What follows belongs to an exercise in optimizing a design on an open flow for small area; a production flow would make more cautious choices.
No run shown here included a check of the RTL's function; only the layout flow was run.
Power figures rest on the tool's default switching activity, not on a simulated workload.

**design/flow/run.sh**
```bash
#!/bin/bash
# synth_recipe.tcl (not shown) runs the flow's synth.tcl, then flattens the netlist and writes it again
# the make line also repeats each setting of config.mk as NAME=value (left out here)
make -C /OpenROAD-flow-scripts/flow DESIGN_CONFIG=/design/flow/config.mk WORK_HOME=/design/flow/orfs CLKGATE_MAP_FILE= SYNTH_SCRIPT=/design/flow/synth_recipe.tcl finish
```
**design/flow/config.mk**
```make
export PLATFORM = sky130hd
export DESIGN_NAME = synth_top
export DESIGN_NICKNAME = synth_top
export VERILOG_FILES = /design/flow/design.v
export SDC_FILE = /design/flow/constraint.sdc
export NUM_CORES = 4
export LEC_CHECK = 0
export CAP_MARGIN = 20
export CORE_MARGIN = 2
export CORE_UTILIZATION = 40
export SLEW_MARGIN = 20
export SYNTH_HIERARCHICAL = 1
export SYNTH_MINIMUM_KEEP_SIZE = 0
```
**design/flow/constraint.sdc**
```tcl
create_clock -name core_clock -period 10.0 [get_ports {clk_calc}]
set_input_delay 2.0000 -clock core_clock [delete_from_list [all_inputs] [get_ports {clk_calc}]]
set_output_delay 2.0000 -clock core_clock [all_outputs]
set_load 0.01 [all_outputs]
```
**design/flow/design.v**
```verilog
package synth_pkg;
  typedef logic signed [24-1:0] sample_t;
  typedef logic [22-0:0] period_t;
  typedef logic [27-23:0] bank_idx_t;
endpackage
`timescale 1ns/10ps
module note_scheduler (
  input  logic                    clk_calc,
  input  logic                    arst_n,
  input  logic                    cmd_valid,
  input  logic [32-1:0] cmd_data,
  input  logic [3:0]              bank_playing,
  output logic [3:0]              period_we,
  output logic                    on2,
  output logic                    off2,
  output logic [1:0]              idx2,
  output logic                    done_valid,
  output logic [1:0]              done_bank
);
  logic       hit;
  logic       nz;
  logic       on1, off1;
  logic [1:0] idx1;
  logic       d3;
  logic [1:0] idx3;
  assign hit = cmd_valid && (cmd_data[27:23+2] == '0);
  assign nz  = (cmd_data[22:0] != '0);
  always_comb begin
    for (int i = 0; i < 4; i++)
      period_we[i] = hit && (cmd_data[23+1:23] == 2'(i));
  end
  always_ff @(posedge clk_calc or negedge arst_n) begin
    if (!arst_n) begin
      on1        <= 1'b0;
      off1       <= 1'b0;
      on2        <= 1'b0;
      off2       <= 1'b0;
      d3         <= 1'b0;
      done_valid <= 1'b0;
    end else begin
      on1        <= hit && nz;
      off1       <= hit && !nz;
      on2        <= on1;
      off2       <= off1;
      d3         <= off2 && bank_playing[idx2];
      done_valid <= d3;
    end
  end
  always_ff @(posedge clk_calc) begin
    idx1      <= cmd_data[23+1:23];
    idx2      <= idx1;
    idx3      <= idx2;
    done_bank <= idx3;
  end
endmodule
`timescale 1ns/10ps
module note_bank (
  input  logic                clk_calc,
  input  logic                arst_n,
  input  logic                period_we,
  input  synth_pkg::period_t  period_in,
  input  logic                note_on,
  input  logic                note_off,
  output logic                playing,
  output logic                pol
);
  synth_pkg::period_t period_q;
  synth_pkg::period_t cnt;
  logic               half_end;
  assign half_end = (cnt == 23'd1);
  always_ff @(posedge clk_calc) begin
    if (period_we) period_q <= period_in;
  end
  always_ff @(posedge clk_calc or negedge arst_n) begin
    if (!arst_n) begin
      playing <= 1'b0;
    end else if (note_on) begin
      playing <= 1'b1;
    end else if (note_off) begin
      playing <= 1'b0;
    end
  end
  always_ff @(posedge clk_calc) begin
    if (note_on || half_end) begin
      cnt <= period_q;
    end else begin
      cnt <= cnt - 23'd1;
    end
    if (note_on) begin
      pol <= 1'b1;
    end else if (half_end) begin
      pol <= !pol;
    end
  end
endmodule
`timescale 1ns/10ps
module voice_mixer (
  input  logic                clk_calc,
  input  logic                arst_n,
  input  logic [3:0]          playing,
  input  logic [3:0]          pol,
  output synth_pkg::sample_t  audio
);
  logic signed [3:0] mix_sum;
  logic signed [3:0] mix_q;
  always_comb begin
    mix_sum = '0;
    for (int i = 0; i < 4; i++) begin
      if (playing[i]) mix_sum = mix_sum + (pol[i] ? 4'sd1 : -4'sd1);
    end
  end
  always_ff @(posedge clk_calc or negedge arst_n) begin
    if (!arst_n) begin
      mix_q <= '0;
    end else begin
      mix_q <= mix_sum;
    end
  end
  assign audio = {mix_q, 20'd0};
endmodule
`timescale 1ns/10ps
module lite_ao3n (
  input  logic a0, s0, a1, s1, a2, s2,
  output logic y
);
  assign y = !((a0 && s0) || (a1 && s1) || (a2 && s2));
endmodule
module lite_nand11 (
  input  logic [10:0] a,
  output logic        y
);
  assign y = !(&a);
endmodule
module lite_regfile (
  input  logic                   clk_calc,
  input  logic                   arst_n,
  input  logic [4-1:0] lite_wstrb,
  input  logic                   lite_rden,
  input  logic [31:0]            lite_addr,
  input  logic [31:0]            lite_wr_data,
  output logic [31:0]            lite_rd_data
);
  logic [6-2:0] word_idx;
  logic [31:0]                           rd_sel;
  logic [31:0]                           wr_en [4];
  logic [31:0]                           mem [32];
  logic [31:0]                           rd_next;
  assign word_idx = lite_addr[6:2];
  always_comb begin
    for (int w = 0; w < 32; w++) begin
      rd_sel[w] = lite_rden && (word_idx == 5'(w));
      for (int k = 0; k < 4; k++)
        wr_en[k][w] = lite_wstrb[k] && (word_idx == 5'(w));
    end
  end
  for (genvar w = 0; w < 32; w++) begin : g_word
    for (genvar k = 0; k < 4; k++) begin : g_lane
      always_ff @(posedge clk_calc) begin
        if (wr_en[k][w]) mem[w][k*8 +: 8] <= lite_wr_data[k*8 +: 8];
      end
    end
  end
  for (genvar j = 0; j < 32; j++) begin : g_bit
    logic [32:0] d;
    logic [32:0] s;
    logic [10:0] t;
    for (genvar w = 0; w < 32; w++) begin : g_in
      assign d[w] = mem[w][j];
      assign s[w] = rd_sel[w];
    end
    assign d[32] = lite_rd_data[j];
    assign s[32] = !lite_rden;
    for (genvar g = 0; g < 11; g++) begin : g_ao
      lite_ao3n u_ao (
        .a0 (d[3*g]),   .s0 (s[3*g]),
        .a1 (d[3*g+1]), .s1 (s[3*g+1]),
        .a2 (d[3*g+2]), .s2 (s[3*g+2]),
        .y  (t[g])
      );
    end
    lite_nand11 u_or (.a(t), .y(rd_next[j]));
  end
  always_ff @(posedge clk_calc or negedge arst_n) begin
    if (!arst_n) begin
      lite_rd_data <= '0;
    end else begin
      lite_rd_data <= rd_next;
    end
  end
endmodule
`timescale 1ns/10ps
module synth_top (
  input  logic                    clk_calc,
  input  logic                    arst_n,
  input  logic                    cmd_valid,
  input  logic [32-1:0] cmd_data,
  output logic                    done_valid,
  output synth_pkg::bank_idx_t    done_bank,
  output synth_pkg::sample_t      audio,
  input  logic                    lite_wren,
  input  logic [4-1:0]  lite_wstrb,
  input  logic                    lite_rden,
  input  logic [31:0]             lite_addr,
  input  logic [31:0]             lite_wr_data,
  output logic [31:0]             lite_rd_data
);
  logic [3:0] period_we;
  logic       on2, off2;
  logic [1:0] idx2;
  logic [1:0] done_idx;
  logic [3:0] playing;
  logic [3:0] pol;
  note_scheduler u_note_scheduler (
    .clk_calc     (clk_calc),
    .arst_n       (arst_n),
    .cmd_valid    (cmd_valid),
    .cmd_data     (cmd_data),
    .bank_playing (playing),
    .period_we    (period_we),
    .on2          (on2),
    .off2         (off2),
    .idx2         (idx2),
    .done_valid   (done_valid),
    .done_bank    (done_idx)
  );
  assign done_bank = {3'd0, done_idx};
  for (genvar i = 0; i < 4; i++) begin : g_bank
    note_bank u_note_bank (
      .clk_calc  (clk_calc),
      .arst_n    (arst_n),
      .period_we (period_we[i]),
      .period_in (cmd_data[22:0]),
      .note_on   (on2 && (idx2 == 2'(i))),
      .note_off  (off2 && (idx2 == 2'(i))),
      .playing   (playing[i]),
      .pol       (pol[i])
    );
  end
  voice_mixer u_voice_mixer (
    .clk_calc (clk_calc),
    .arst_n   (arst_n),
    .playing  (playing),
    .pol      (pol),
    .audio    (audio)
  );
  lite_regfile u_lite_regfile (
    .clk_calc     (clk_calc),
    .arst_n       (arst_n),
    .lite_wstrb   (lite_wstrb),
    .lite_rden    (lite_rden),
    .lite_addr    (lite_addr),
    .lite_wr_data (lite_wr_data),
    .lite_rd_data (lite_rd_data)
  );
endmodule
```
==> summary.txt, run 1 <==
Distinct cells, synth=56; Synth Area in XOR/XNOR=under 10%; dominant cell type by area after synthesis=edfxtp_1; startpoint types=input port; worst setup path endpoint=u_lite_regfile.lite_rd_data[26]$_DFF_PN0_; Post-CTS Repair Setup Buffers=0; CTS Buffer Depth=3; switching power=between 2000 and 3000 uW; Root Buffer=clkbuf_16; vias in the first global route=about 26000; complex-gate fraction of the synthesized area=9.12%; Gate Count Post-Synth=~2600; post-CTS sizing=0; GPL Wtd Cong=about 0.81; synth warn=12; Worst Path Arrival=about 5.4 ns; R2R setup slack=6.73 ns; crit-path max FO=17; Multi-input gate area=between 8000 and 9000 sq um; initial antenna violation count=9; Die Y=344 microns; Sequential Power Share=between 50% and 60%; Worst-Margin Slew=between 1 and 1.5 ns; Setup WS post-layout=5.28 ns; Max Fclk=around 210 MHz; initial core utilization=a little over 40%; row cnt=124; maximum VDD drop=between 0.15 and 0.2 mV; hold crit path type=flop to flop; IO Port Bufs=around 110; RSZ-0062 raised after global routing=false; most frequent cells in the layout=edfxtp_1 (1116), a222oi_1 (352), nor2_1 (246); Synth top area share=72.6%; Sw Ratio=between 20 and 25%; main flop type after synthesis=edfxtp_1; main combinational cell family by area after synthesis=compound AO/OA/AOI/OAI gates; pin count of the biggest net entering global routing=47; die area=roughly 120000 sq um; CTS Hold Buffers Added=0; via/cell ratio=slightly below 6; power consumption=between 10000 and 15000 uW; P_int=8950 uW; DP HPWL=approximately 73 mm; clk slew on worst S/H paths=about 0.060 ns; final setup vio count=0; worst clock skew=between 0.02 and 0.03 ns; DRC=0; adder-cell share of the synthesized area=0.439%; Slew Limit Fails=0; clock power share=between 40% and 50%; Yosys reg bits=approximately 1300; clock latency at the later pin of the worst-skew pair=~0.74 ns; CP Launch Point=lite_addr[3]; sequential fraction of the synthesis area=79.6%; CTS tree=built; share of post-route cells with drive strength above 1=between 10% and 20%; Routed wire per std cell=~26 microns; most common cell after layout, fill and taps aside=edfxtp_1; Filler Cells Inserted=about 9600; antenna viol nets, final=0; Max-slew headroom=about 23%; GR Overflow Total=0; H-Tree Depth=4; Tmin final=approximately 4.7 ns; chip width=around 340 microns; WP data required=between 10 and 15 ns; asr flop ratio synth=approximately 3.6%; Post-Route Setup TNS=0 ns; post-synthesis mux area share=0.396%; LEAKAGE=0.0171 uW; final WL=between 100 and 150 mm; Core ar.=115000 sq um; CTS Buf Count=roughly 130; Synth area leaders=edfxtp_1 (73%), a222oi_1 (7.6%), dfxtp_1 (4.5%); I/O Pins=between 150 and 200; GR Util All Layers=a little under a fifth; ratio of final minimum period to clock period=47.2%; RR Endpoint=u_voice_mixer.mix_q[3]$_DFF_PN0_; RR Startpoint=g_bank[0].u_note_bank.playing$_DFFE_PN0P_; PD cells=approximately 210 nW/um^2; post-synthesis simple-gate area fraction=between 7 and 8%; First DRT Iteration DRCs=approximately 4300; TritonRoute pass-1 iters=15; Syn-to-layout area delta=15.9%; final hold viol count=0; max-cap viol count=0; Post-synth EDFFs=about 1100; CP Capture Type=flop; status=no timing/DRC/antenna violations; final net count=roughly 3000; Placement Setup Slack=4.61 ns; kind of critical path=input port to flop; via count=~26000; Avg Cell Area, Syn=~18 sq um; combinational fraction of design power=approximately 5.9%; Sink Count=1266; cell depth of the worst flop-to-flop path=12; Syn Std Cell Area=between 40000 and 50000 sq um; Sequential Area=36700 sq um; first-pass GRT wire length=about 170 mm
-- state kept, by name, summed over array words and instances, names as in the netlist --
register,count
g_bank.u_note_bank.cnt,92
g_bank.u_note_bank.period_q,92
g_bank.u_note_bank.playing,4
g_bank.u_note_bank.pol,4
u_lite_regfile.lite_rd_data,32
u_lite_regfile.mem,1024
u_note_scheduler.d3,1
u_note_scheduler.done_bank,2
u_note_scheduler.done_valid,1
u_note_scheduler.idx1,2
u_note_scheduler.idx2,2
u_note_scheduler.idx3,2
u_note_scheduler.off1,1
u_note_scheduler.off2,1
u_note_scheduler.on1,1
u_note_scheduler.on2,1
u_voice_mixer.mix_q,4
-- critical path, cell delays in order --
cell and delay (ns):
clkdlybuf4s50_1 0.72, or4b_1 0.78, nor2_2 0.94, buf_4 0.40, a222oi_1 0.19, nand4_1 0.19
or3_1 0.14
-- power groups by stage --
stage	clock network, uW	logic (uW)	registers (uW)
4_1_cts	4790	690	6120
3_3_place_gp	0	666	6220
2_1_floorplan	0	419	6180
6_report	4690	680	6120
5_1_grt	4990	750	6140
3_5_place_dp	0	686	6230
-- synth_stat cells (26+ instances only) --
| master | count |
|---|---|
| edfxtp_1 | 1116 |
| a222oi_1 | 352 |
| nor2_1 | 270 |
| dfxtp_1 | 104 |
| a21oi_1 | 75 |
| nand4_1 | 73 |
| xnor2_1 | 56 |
| buf_4 | 55 |
| dfrtp_1 | 46 |
| nand3_1 | 44 |
| or3_1 | 44 |
| nor3_1 | 33 |
| buf_2 | 26 |
-- how the worst min path moves through the flow --
stage | start | endpoint | slack, ns | depth (start not counted)
finish | u_note_scheduler.idx3[1]$_DFF_P_ | u_note_scheduler.done_bank[1]$_DFF_P_ | 0.33 | 0
global placement | u_note_scheduler.idx3[1]$_DFF_P_ | u_note_scheduler.done_bank[1]$_DFF_P_ | 0.31 | 0
floorplan | u_note_scheduler.idx3[0]$_DFF_P_ | u_note_scheduler.done_bank[0]$_DFF_P_ | 0.31 | 0
CTS | u_note_scheduler.idx3[1]$_DFF_P_ | u_note_scheduler.done_bank[1]$_DFF_P_ | 0.33 | 0
detailed placement | u_note_scheduler.idx1[1]$_DFF_P_ | u_note_scheduler.idx2[1]$_DFF_P_ | 0.32 | 0
global route | u_note_scheduler.idx1[0]$_DFF_P_ | u_note_scheduler.idx2[0]$_DFF_P_ | 0.34 | 0
-- modules after synthesis (local to each module, per instance) --
module / cell area, sq um / flip-flops and latches
lite_regfile: 33000 / 1056
lite_ao3n: 10.0 / 0
note_bank: 1950 / 48
synth_top: 88.8 / 0
note_scheduler: 454 / 14
voice_mixer: 604 / 4
lite_nand11: 23.8 / 0
-- per-stage QoR --
step / cells / instance area, sq um / hold slack (ns) / utilization [%]
after global placement: 4189 / 49200 / 0.313 / 43.0
after floorplan: 2603 / 46300 / 0.310 / -
after detailed placement: 4190 / 49200 / 0.317 / 43.0
after global routing: 4439 / 53500 / 0.344 / 46.7
final: 4440 / 53500 / 0.328 / 46.7
after CTS: 4433 / 53400 / 0.333 / 46.7
-- cells by family (layout without fill, tap and decap cells) --
family / count (synthesis) / after routing
xor gates and xnor gates: 79 / 79
muxes: 16 / 16
AOI/OAI and AO/OA: 468 / 468
and+or+nand+nor: 615 / 615
other: 2 / 24
buffers and inverters: 121 / 445
adders and majority gates: 15 / 15
DFF: 1266 / 1266
-- layer usage --
metal | wire [microns] | share of wire, % | vias to the layer above | GRT usage [%]
li1 | - | - | 11436 | -
met3 | 10600 | 9.2 | 190 | 4.34
met2 | 56800 | 49 | 1229 | 32.1
met4 | 3190 | 2.8 | 8 | 6.54
met1 | 44700 | 39 | 13406 | 24.6
met5 | 51 | 0.044 | - | 0
-- cell type report --
| class | instances | area share (%) |
|---|---|---|
| flip-flops and latches | 1266 | 68.7 |
| well taps | 1512 | 3.54 |
| repair buffers | 179 | 3.05 |
| multi-input cells | 1216 | 16.7 |
| inverters | 23 | 0.164 |
| clock buffers | 175 | 6.55 |
| clock inverters | 68 | 1.30 |
| diodes | 1 | 0.00468 |
==> inputs of run 2 (changes only) <==
--- a/design/flow/design.v
+++ b/design/flow/design.v
@@ -103,11 +103,18 @@
 );
   logic signed [3:0] mix_sum;
   logic signed [3:0] mix_q;
+  logic [2:0] n_pos;
+  logic [2:0] n_idle;
+  logic [3:0] c_sum;
   always_comb begin
-    mix_sum = '0;
+    n_pos  = '0;
+    n_idle = '0;
     for (int i = 0; i < 4; i++) begin
-      if (playing[i]) mix_sum = mix_sum + (pol[i] ? 4'sd1 : -4'sd1);
-    end
+      n_pos  = n_pos  + 3'(playing[i] && pol[i]);
+      n_idle = n_idle + 3'(!playing[i]);
+    end
+    c_sum   = {n_pos, 1'b0} + {1'b0, n_idle};
+    mix_sum = c_sum - 4'd4;
   end
   always_ff @(posedge clk_calc or negedge arst_n) begin
     if (!arst_n) begin
--- a/design/flow/config.mk
+++ b/design/flow/config.mk
@@ -8,6 +8,8 @@
 export CAP_MARGIN = 20
 export CORE_MARGIN = 2
 export CORE_UTILIZATION = 40
+export CTS_CLUSTER_DIAMETER = 100
+export CTS_CLUSTER_SIZE = 25
 export SLEW_MARGIN = 20
 export SYNTH_HIERARCHICAL = 1
 export SYNTH_MINIMUM_KEEP_SIZE = 0
==> summary.txt, run 2 <==
max-cap viol count=0 (unchanged); RSZ-0062 raised after global routing=false; via count=25645 (-2.4%); hold_sp=u_note_scheduler.idx3[1]$_DFF_P_; kind of critical path=input port to flop; WP data required=10.64 ns (-0.02 ns); top-count cell post-synth=edfxtp_1; GR Overflow Total=0 (unchanged); leading post-synthesis cells by instance count=edfxtp_1 (1116), a222oi_1 (352), nor2_1 (269); post-CTS sizing=0 (unchanged); Core ar.=114000 sq um (-0.27%); CTS Buf Count=58 (-56%); PD cells=188 nW/um^2 (-13%); diode count=0 (-1); Tmin final=4.80 ns (+0.0838 ns); main flop type after synthesis=edfxtp_1; Max Fclk=208 MHz (-1.7%); die area=118000 sq um (-0.30%); DP HPWL=73.8 mm (+1.1%); share of post-route cells with drive strength above 1=8.12% (-3.7 points); Synth top area share=72.8% (+0.22 points); TritonRoute pass-1 iters=14 (-1); fin cells=4282 (-3.6%); Yosys reg bits=1266 (unchanged); Root Buffer=clkbuf_16; Worst Path Arrival=5.44 ns (+0.06 ns); initial antenna violation count=4 (-5); first-pass GRT wire length=166 mm (-0.29%); pin count of the biggest net entering global routing=47 (unchanged); I/O Pins=167 (unchanged); startpoint types=input port; First DRT Iteration DRCs=3715 (-14%); Avg Cell Area, Syn=17.9 sq um (+0.28%); RR Endpoint=g_bank[2].u_note_bank.cnt[0]$_DFF_P_; crit-path max FO=17 (unchanged); Max-slew headroom=24.4% (+1.9 points); final hold viol count=0 (unchanged); power consumption=9540 uW (-17%); ratio of final minimum period to clock period=48.0% (+0.84 points); vias in the first global route=25242 (-3.1%); largest registers=u_lite_regfile.mem x1024, g_bank.u_note_bank.cnt x92, g_bank.u_note_bank.period_q x92; clock latency at the later pin of the worst-skew pair=0.71 ns (-0.03 ns); CTS tree=built; Post-Route Setup TNS=0 ns (unchanged); Routed wire per std cell=26.9 microns (+3.4%); Die Y=343 microns (-0.15%); hold crit path type=flop to flop; Syn Std Cell Area=46000 sq um (-0.31%); LEAKAGE=0.0158 uW (-7.7%); CP Capture Type=flop; Synth area leaders=edfxtp_1 (73%), a222oi_1 (7.7%), dfxtp_1 (4.5%); dpl cells=4168 (-0.53%); asr flop ratio synth=3.63% (unchanged); via/cell ratio=5.99 (+1.2%); worst clock skew=0.0346 ns (+0.00791 ns); RR Startpoint=u_note_scheduler.idx2[0]$_DFF_P_; Distinct cells, synth=53 (-5.4%); Post-synth EDFFs=1116 (unchanged); largest register by flop count=u_lite_regfile.mem; status=no timing/DRC/antenna violations; H-Tree Depth=2 (-2); Syn-to-layout area delta=10.5%; GPL Wtd Cong=0.821 (+1.0%); dominant cell type by area after synthesis=edfxtp_1; Min-Delay Path Depth=0 (unchanged); sequential fraction of the synthesis area=79.8% (+0.24 points); row cnt=124 (unchanged); DRC=0 (unchanged); clk slew on worst S/H paths=0.10 ns (+0.04 ns); GR Util All Layers=19.1% (-0.091 points); final net count=2840 (-3.3%); antenna viol nets, final=0 (unchanged); Worst Hold Endpoint=u_note_scheduler.done_bank[1]$_DFF_P_; synth warn=12 (unchanged); final setup vio count=0 (unchanged); CTS Buffer Depth=3 (unchanged); final WL=115 mm (-0.28%); IO Port Bufs=111 (unchanged); Post-CTS Repair Setup Buffers=0 (unchanged); Slew Limit Fails=0 (unchanged); Worst-Margin Slew=1.13 ns (-0.0283 ns); Gate Count Post-Synth=2567 (-0.58%); cell depth of the worst flop-to-flop path=3 (-9); maximum VDD drop=0.134 mV (-12%); Sink Count=1266 (unchanged); most frequent cells in the layout=edfxtp_1 (1116), a222oi_1 (352), nor2_1 (245); initial core utilization=40.3% (about the same); chip width=343 microns (-0.15%); CTS Hold Buffers Added=0 (unchanged); max FFs per register=1024 (unchanged); most common cell after layout, fill and taps aside=edfxtp_1; R2R setup slack=7.73 ns (+1.00 ns)
## run 2: final cells by class
cell class / count / area (sq um)
clock buffer: 102 / 1620
clock inverter: 8 / 134
fill: 9834 / 63300
inverter: 26 / 98.8
multi-input combinational: 1198 / 8830
sequential: 1266 / 36700
tap: 1512 / 1890
timing repair buffer: 170 / 1550
## run 2: Yosys stat by module (local to each module, per instance)
module / cells / flip-flops and latches / copies in the design / area [sq um]
lite_regfile: 1326 / 1056 / 1 / 33000
lite_nand11: 4 / 0 / 32 / 23.8
voice_mixer: 50 / 4 / 1 / 463
lite_ao3n: 1 / 0 / 352 / 10.0
note_bank: 167 / 48 / 4 / 1950
synth_top: 12 / 0 / 1 / 88.8
note_scheduler: 31 / 14 / 1 / 454
## run 2: kinds of logic after synthesis
family | count (synthesis) | synth area share (%)
AOI/OAI and AO/OA | 463 | 9.10
xor gates and xnor gates | 73 | 1.39
adders and majority gates | 15 | 0.457
buffers and inverters | 124 | 1.60
DFF | 1266 | 79.8
muxes | 9 | 0.234
other | 2 | 0.0163
and+or+nand+nor | 615 | 7.41
## run 2: worst max-delay path by stage
stage	slack (ns)	to	start	depth (start not counted)
after global placement	4.63	u_lite_regfile.lite_rd_data[7]$_DFF_PN0_	lite_addr[3]	7
after CTS	5.31	u_lite_regfile.lite_rd_data[7]$_DFF_PN0_	lite_addr[3]	7
after detailed placement	4.55	u_lite_regfile.lite_rd_data[7]$_DFF_PN0_	lite_addr[3]	7
final	5.20	u_lite_regfile.lite_rd_data[7]$_DFF_PN0_	lite_addr[3]	7
after floorplan	5.36	u_lite_regfile.lite_rd_data[0]$_DFF_PN0_	lite_addr[2]	7
after global routing	5.18	u_lite_regfile.lite_rd_data[13]$_DFF_PN0_	lite_addr[5]	7
## run 2: metrics by stage
stage | hold slack (ns) | area, sq um | util (%) | setup WS [ns]
4_1_cts | 0.338 | 50800 | 44.5 | 5.31
6_report | 0.337 | 50900 | 44.5 | 5.20
3_5_place_dp | 0.313 | 49100 | 43.0 | 4.55
3_3_place_gp | 0.314 | 49000 | 42.9 | 4.63
2_1_floorplan | 0.310 | 46100 | - | 5.36
5_1_grt | 0.352 | 50900 | 44.5 | 5.18
## run 2: worst max-delay path, cell delays in order
cell and delay, ns:
clkdlybuf4s50_1 0.79, or4b_1 0.81, nor2_2 0.84, buf_4 0.41, a222oi_1 0.21, nand4_1 0.21, or3_1 0.14
## run 2: routing by layer
| metal | GRT usage, % | part of all wire (%) | wire, microns | up-vias |
|---|---|---|---|---|
| li1 | - | - | - | 11143 |
| met1 | 25.3 | 39 | 45300 | 13170 |
| met2 | 32.9 | 50 | 57700 | 1165 |
| met3 | 2.59 | 7.7 | 8830 | 161 |
| met4 | 5.45 | 2.7 | 3140 | 6 |
| met5 | 0 | 0.036 | 41 | - |
## run 2: power breakdown
group / internal, uW / total (uW) / switching (uW) / leakage (uW)
clock network: 1130 / 2730 / 1600 / 0.000822
registers: 5950 / 6100 / 156 / 0.0115
logic: 300 / 709 / 410 / 0.00348

## afterwards: timing with drivers on the ports
How much do the figures lean on ideal ports? The routed layouts below were timed once more, with nothing changed but the port constraints. Step 1 sets driving cells, clkbuf_16 on the clock port and buf_2 on the other inputs (assumed; they add their load-dependent delay and slew). Step 2 adds t to the input delays and takes it off the output delays; t is the mean of the earliest and latest rising clock arrival at the registers after step 1. Input paths then give back, and output paths get back, about the clock's delay inside the block. a / b / c = no drivers / after step 1 / after step 2; a / b = the first two.
| run | t (ns) | setup slack, ns | hold WS [ns] | worst setup path after step 2 | latest minus earliest clock arrival (ns) |
|---|---|---|---|---|---|
| run 1 | 0.798 | 5.279 / 5.281 / 4.482 | 0.328 / 0.328 / 0.328 | input to register | 0.039 / 0.039 |
| run 2 | 0.757 | 5.195 / 5.238 / 4.481 | 0.337 / 0.337 / 0.337 | input to register | 0.041 / 0.042 |
After both steps setup and hold are still met in every run listed. The setup slack of run 1, which loses most, moves by +0.002 ns with the drivers and by -0.797 ns with both steps.
